Background: an optimization exercise with open tools, aiming at small area, a short achievable clock period and few clock cycles. Do not read the settings as production practice. Power is estimated from default activity; no workload was simulated.

==> flow/design.v <==
package reindeer_pkg;
    localparam int XLEN          = 32;
    localparam int REG_ADDR_BITS = 5;
    localparam int MEM_ADDR_BITS = 10;
    localparam int PC_BITWIDTH   = MEM_ADDR_BITS + 2;
endpackage
`timescale 1ns/1ps
`default_nettype none
module reindeer_core (
    input  logic        clk,
    input  logic        arst_n_i,
    input  logic        start_i,
    input  logic [11:0] start_address_i,
    input  logic [31:0] mem_read_data_i,
    input  logic        mem_read_ack_i,
    input  logic [42:0] ocd_reg_i,
    output logic [9:0]  mem_addr_o,
    output logic        mem_read_en_o,
    output logic [31:0] ocd_reg_read_data_o,
    output logic        paused_o,
    output logic [11:0] peek_pc_o,
    output logic [31:0] peek_ir_o
);
    localparam logic [6:0] OPCODE_OP_IMM = 7'b0010011;
    localparam logic [6:0] OPCODE_OP     = 7'b0110011;
    localparam logic [6:0] OPCODE_LUI    = 7'b0110111;
    logic [4:0]  ocd_raddr;
    logic        ocd_we;
    logic [4:0]  ocd_waddr;
    logic [31:0] ocd_wdata;
    assign ocd_raddr = ocd_reg_i[42:38];
    assign ocd_we    = ocd_reg_i[37];
    assign ocd_waddr = ocd_reg_i[36:32];
    assign ocd_wdata = ocd_reg_i[31:0];
    logic        paused_q;    
    logic        out_q;       
    logic        live_q;      
    logic [9:0]  faddr_q;     
    logic [31:0] h_q, s_q;    
    logic        hv_q, sv_q;  
    logic        h_legal_q, h_op_q, s_legal_q, s_op_q;
    logic        dph_q;       
    logic        in_legal, in_op;
    logic        halt;        
    logic        issue;       
    logic        keep;        
    logic        req;
    logic        arrive;
    logic        refill;      
    assign in_op    = (mem_read_data_i[6:0] == OPCODE_OP);
    assign in_legal = (mem_read_data_i[6:0] == OPCODE_OP_IMM) || in_op ||
                      (mem_read_data_i[6:0] == OPCODE_LUI);
    assign halt   = hv_q & ~h_legal_q;
    assign issue  = hv_q & h_legal_q & (~h_op_q | dph_q);
    assign keep   = hv_q & h_legal_q & h_op_q & ~dph_q;
    assign refill = ~hv_q | issue;
    assign req    = ~paused_q & ~halt &
                    (~out_q | (mem_read_ack_i & ~(sv_q & issue & s_op_q)));
    assign arrive = mem_read_ack_i & live_q & ~halt;
    always_ff @(posedge clk or negedge arst_n_i) begin
        if (!arst_n_i) begin
            paused_q  <= 1'b1;
            out_q     <= 1'b0;
            live_q    <= 1'b0;
            faddr_q   <= '0;
            h_q       <= '0;
            hv_q      <= 1'b0;
            sv_q      <= 1'b0;
            dph_q     <= 1'b0;
        end else begin
            paused_q <= paused_q ? ~start_i : halt;
            out_q    <= req | (out_q & ~mem_read_ack_i);
            live_q   <= req | (live_q & ~mem_read_ack_i & ~halt);
            if (paused_q && start_i) begin
                faddr_q <= start_address_i[11:2];
            end else if (halt) begin
                faddr_q <= faddr_q - 10'd1 - {9'd0, sv_q} - {9'd0, live_q};
            end else if (req) begin
                faddr_q <= faddr_q + 10'd1;
            end
            dph_q <= keep;
            if (halt) begin
                hv_q <= 1'b0;
                sv_q <= 1'b0;
            end else if (refill) begin
                hv_q <= sv_q | arrive;
                sv_q <= sv_q & arrive;
                if (sv_q) begin
                    h_q <= s_q;
                end else if (arrive) begin
                    h_q <= mem_read_data_i;
                end
            end else if (arrive) begin
                sv_q <= 1'b1;
            end
        end
    end
    always_ff @(posedge clk) begin
        if (refill) begin
            h_legal_q <= sv_q ? s_legal_q : in_legal;
            h_op_q    <= sv_q ? s_op_q : in_op;
        end
        if (arrive && !(refill && !sv_q)) begin
            s_q       <= mem_read_data_i;
            s_legal_q <= in_legal;
            s_op_q    <= in_op;
        end
    end
    assign mem_addr_o    = faddr_q;
    assign mem_read_en_o = req;
    assign paused_o      = paused_q;
    assign peek_pc_o     = {faddr_q, 2'b00};
    assign peek_ir_o     = h_q;
    logic [31:0] rf [1:31];
    logic        we;
    logic [4:0]  waddr;
    logic [31:0] wdata;
    logic [31:0] result;
    logic        ev_q;
    logic [4:0]  rd_q;
    assign we    = paused_q ? ocd_we : ev_q;
    assign waddr = paused_q ? ocd_waddr : rd_q;
    assign wdata = result;
    for (genvar i = 1; i < 32; i++) begin : g_rf
        always_ff @(posedge clk) begin
            if (we && (waddr == 5'(i))) begin
                rf[i] <= wdata;
            end
        end
    end
    logic [4:0]  raddr_q;     
    logic        fwd_q;       
    logic [4:0]  raddr_d;
    logic [31:0] nxt;         
    logic        is_op, is_lui;
    logic [2:0]  f3;
    logic [4:0]  rd;
    logic [31:0] imm;
    logic [4:0]  ra;
    logic [31:0] rdata;
    logic [31:0] a_q, b_q;
    logic        sub_q, left_q, sra_q;
    logic        sel_add_q, sel_lt_q, sel_ltu_q, sel_xor_q, sel_or_q, sel_and_q, sel_sh_q;
    logic        ev_d;
    assign is_op  = h_op_q;
    assign is_lui = (h_q[6:0] == OPCODE_LUI);
    assign f3     = h_q[14:12];
    assign rd     = h_q[11:7];
    assign imm    = is_lui ? {h_q[31:12], 12'b0} : {{20{h_q[31]}}, h_q[31:20]};
    assign ev_d   = issue && (rd != 5'd0);
    assign nxt     = sv_q ? s_q : mem_read_data_i;
    assign raddr_d = keep ? h_q[24:20] : nxt[19:15];
    always_ff @(posedge clk) begin
        raddr_q <= raddr_d;
        fwd_q   <= ev_d && (rd == raddr_d);
    end
    logic [31:0] rf_r [0:31];
    always_comb begin
        rf_r[0] = '0;
        for (int i = 1; i < 32; i++) begin
            rf_r[i] = rf[i];
        end
    end
    assign ra    = paused_q ? ocd_raddr : raddr_q;
    assign rdata = rf_r[ra];
    logic        alt, sub, bsel;
    assign alt  = (h_q[31:25] == 7'b0100000) && (is_op || (f3 == 3'b101)) && !is_lui;
    assign sub  = !is_lui && (((f3 == 3'b000) && alt) || (f3 == 3'b010) || (f3 == 3'b011));
    assign bsel = is_op || paused_q;
    always_ff @(posedge clk) begin
        if (!dph_q) begin
            a_q <= is_lui ? '0 : (fwd_q ? result : rdata);
        end
        b_q      <= (bsel ? rdata : imm) ^ {32{sub && !paused_q}};
        sub_q    <= sub;
        sel_add_q <= issue && (is_lui || (f3 == 3'b000));
        sel_lt_q  <= issue && !is_lui && (f3 == 3'b010);
        sel_ltu_q <= issue && !is_lui && (f3 == 3'b011);
        sel_xor_q <= issue && !is_lui && (f3 == 3'b100);
        sel_or_q  <= issue && !is_lui && (f3 == 3'b110);
        sel_and_q <= issue && !is_lui && (f3 == 3'b111);
        sel_sh_q  <= issue && !is_lui && (f3[1:0] == 2'b01);
        left_q    <= (f3 == 3'b001);
        sra_q     <= alt && (f3 == 3'b101);
        rd_q     <= rd;
    end
    always_ff @(posedge clk or negedge arst_n_i) begin
        if (!arst_n_i) begin
            ev_q <= 1'b0;
        end else begin
            ev_q <= ev_d;
        end
    end
    logic [33:0] sum;
    logic        lt, ltu;
    logic [31:0] sh_in, sh_out, sh_res;
    assign sum = {1'b0, a_q, 1'b1} + {1'b0, b_q, sub_q};
    assign ltu = ~sum[33];
    assign lt  = (a_q[31] ^ ~b_q[31]) ? a_q[31] : sum[32];
    always_comb begin
        for (int i = 0; i < 32; i++) begin
            sh_in[i] = left_q ? a_q[31-i] : a_q[i];
        end
    end
    assign sh_out = 32'($signed({sra_q & a_q[31], sh_in}) >>> b_q[4:0]);
    always_comb begin
        for (int i = 0; i < 32; i++) begin
            sh_res[i] = left_q ? sh_out[31-i] : sh_out[i];
        end
    end
    assign result = ({32{sel_add_q}} & sum[32:1]) |
                    ({32{sel_xor_q}} & (a_q ^ b_q)) |
                    ({32{sel_or_q}}  & (a_q | b_q)) |
                    ({32{sel_and_q}} & (a_q & b_q)) |
                    ({32{sel_sh_q}}  & sh_res) |
                    {31'd0, (sel_lt_q & lt) | (sel_ltu_q & ltu)} |
                    ({32{paused_q}} & ocd_wdata);
    assign ocd_reg_read_data_o = b_q;
endmodule
`default_nettype wire
==> flow/config.mk <==
export PLATFORM = sky130hd
export DESIGN_NAME = reindeer_core
export DESIGN_NICKNAME = reindeer_core
export VERILOG_FILES = /design/flow/design.v
export SDC_FILE = /design/flow/constraint.sdc
export NUM_CORES = 4
export LEC_CHECK = 0
export CAP_MARGIN = 20
export CELL_PAD_IN_SITES_DETAIL_PLACEMENT = 2
export CELL_PAD_IN_SITES_GLOBAL_PLACEMENT = 2
export CORE_MARGIN = 2
export CORE_UTILIZATION = 50
export CTS_BUF_LIST = sky130_fd_sc_hd__clkbuf_8
export CTS_CLUSTER_SIZE = 20
export SETUP_SLACK_MARGIN = 2.5
export SLEW_MARGIN = 20
==> flow/constraint.sdc <==
create_clock -name core_clock -period 6.0 [get_ports {clk}]
set_input_delay 1.2000 -clock core_clock [delete_from_list [all_inputs] [get_ports {clk}]]
set_output_delay 1.2000 -clock core_clock [all_outputs]
set_load 0.01 [all_outputs]
run.sh (not shown) runs the stock make flow with config.mk's settings and CLKGATE_MAP_FILE= SYNTH_SCRIPT=/design/flow/synth_recipe.tcl, a recipe that flattens the netlist after the stock synthesis.
The starting point ended with an error in clock tree synthesis.
==> next run, changes <==
Settings changed: CORE_UTILIZATION 50 to 30, CTS_BUF_LIST sky130_fd_sc_hd__clkbuf_8 to default, CTS_CLUSTER_SIZE 20 to default.
The new run passed the timing, design-rule and antenna checks.
Area after synthesis is unchanged.
Synthesized cell count stays the same.
No run of this note included a check of the RTL's function; only the layout flow was run.

* * *

Another version of the RTL of reindeer_core (not shown whole).
For scale: ~1,200 flip-flops, about 180 I/O pins.
Settings: LEC_CHECK=0, CAP_MARGIN=20, CELL_PAD_IN_SITES_DETAIL_PLACEMENT=1, CELL_PAD_IN_SITES_GLOBAL_PLACEMENT=1, CORE_MARGIN=2, CORE_UTILIZATION=45, CTS_CLUSTER_DIAMETER=80, CTS_CLUSTER_SIZE=20, SETUP_SLACK_MARGIN=2.5, SLEW_MARGIN=20; clock period 6.0 ns.
standard.sh (not shown) runs the stock make flow with config.mk's settings and CLKGATE_MAP_FILE= SYNTH_SCRIPT=/design/flow/synth_recipe.tcl, a recipe that flattens the netlist after the stock synthesis.
==> flow/flow/run.sh <==
#!/bin/bash
# The standard layout, except that the ports get plain buffers instead of
# the delay cells buffer_ports picks by default. Each port still has its own
# buffer; the resizer may size them later.
set -euo pipefail
export BUFFER_PORTS_ARGS="-buffer_cell sky130_fd_sc_hd__buf_2"
bash standard.sh > standard.log 2>&1
Change:
--- a/flow/config.mk
+++ b/flow/config.mk
@@ -12,3 +12,3 @@
-export CORE_UTILIZATION = 45
-export CTS_CLUSTER_DIAMETER = 80
-export CTS_CLUSTER_SIZE = 20
+export CORE_UTILIZATION = 55
+export CTS_CLUSTER_DIAMETER = 90
+export CTS_CLUSTER_SIZE = 24
Via count rises by 7.4%. Fmax came out lower by 4.6%. Core utilization increases by 13 points. Routed wire length is higher by 5.0%. Sequential power stays flat. Power is higher by 3.7%. Global-route usage is higher by 8.8 points. Non-clock buffer count rose by 96. Design area goes up by 1.3%. Area after synthesis is unchanged.
No functional check of the RTL was part of any run of this note.

static timing again, ports no longer ideal:
The results above use ideal ports. As a check the final layouts listed here were re-extracted and re-timed, cells and wires unchanged. Step 1 (the two cells are an assumption about what drives the block):
set clk [get_ports {clk}]
set_driving_cell -lib_cell sky130_fd_sc_hd__clkbuf_16 $clk
set_driving_cell -lib_cell sky130_fd_sc_hd__buf_2 [delete_from_list [all_inputs] $clk]
Step 2, shift: input delay + t, output delay - t, t = (earliest + latest rising clock arrival at the registers) / 2. This alone moves slack from input paths to output paths. Three values: ideal, step 1, step 2; two values: the first two.
run	t, ns	setup WS [ns]	clock arrival spread, ns
the second run of note 1	0.876	1.830 / 1.830 / 1.411	0.060 / 0.060
the first run of note 2	0.752	2.428 / 2.428 / 1.743	0.047 / 0.047
the second run of note 2	0.772	2.257 / 2.257 / 1.518	0.074 / 0.074
After both steps every run listed still meets setup and hold. The setup slack of the second run of note 2, which loses most, moves by 0.000 ns with the drivers and by -0.739 ns with both steps.
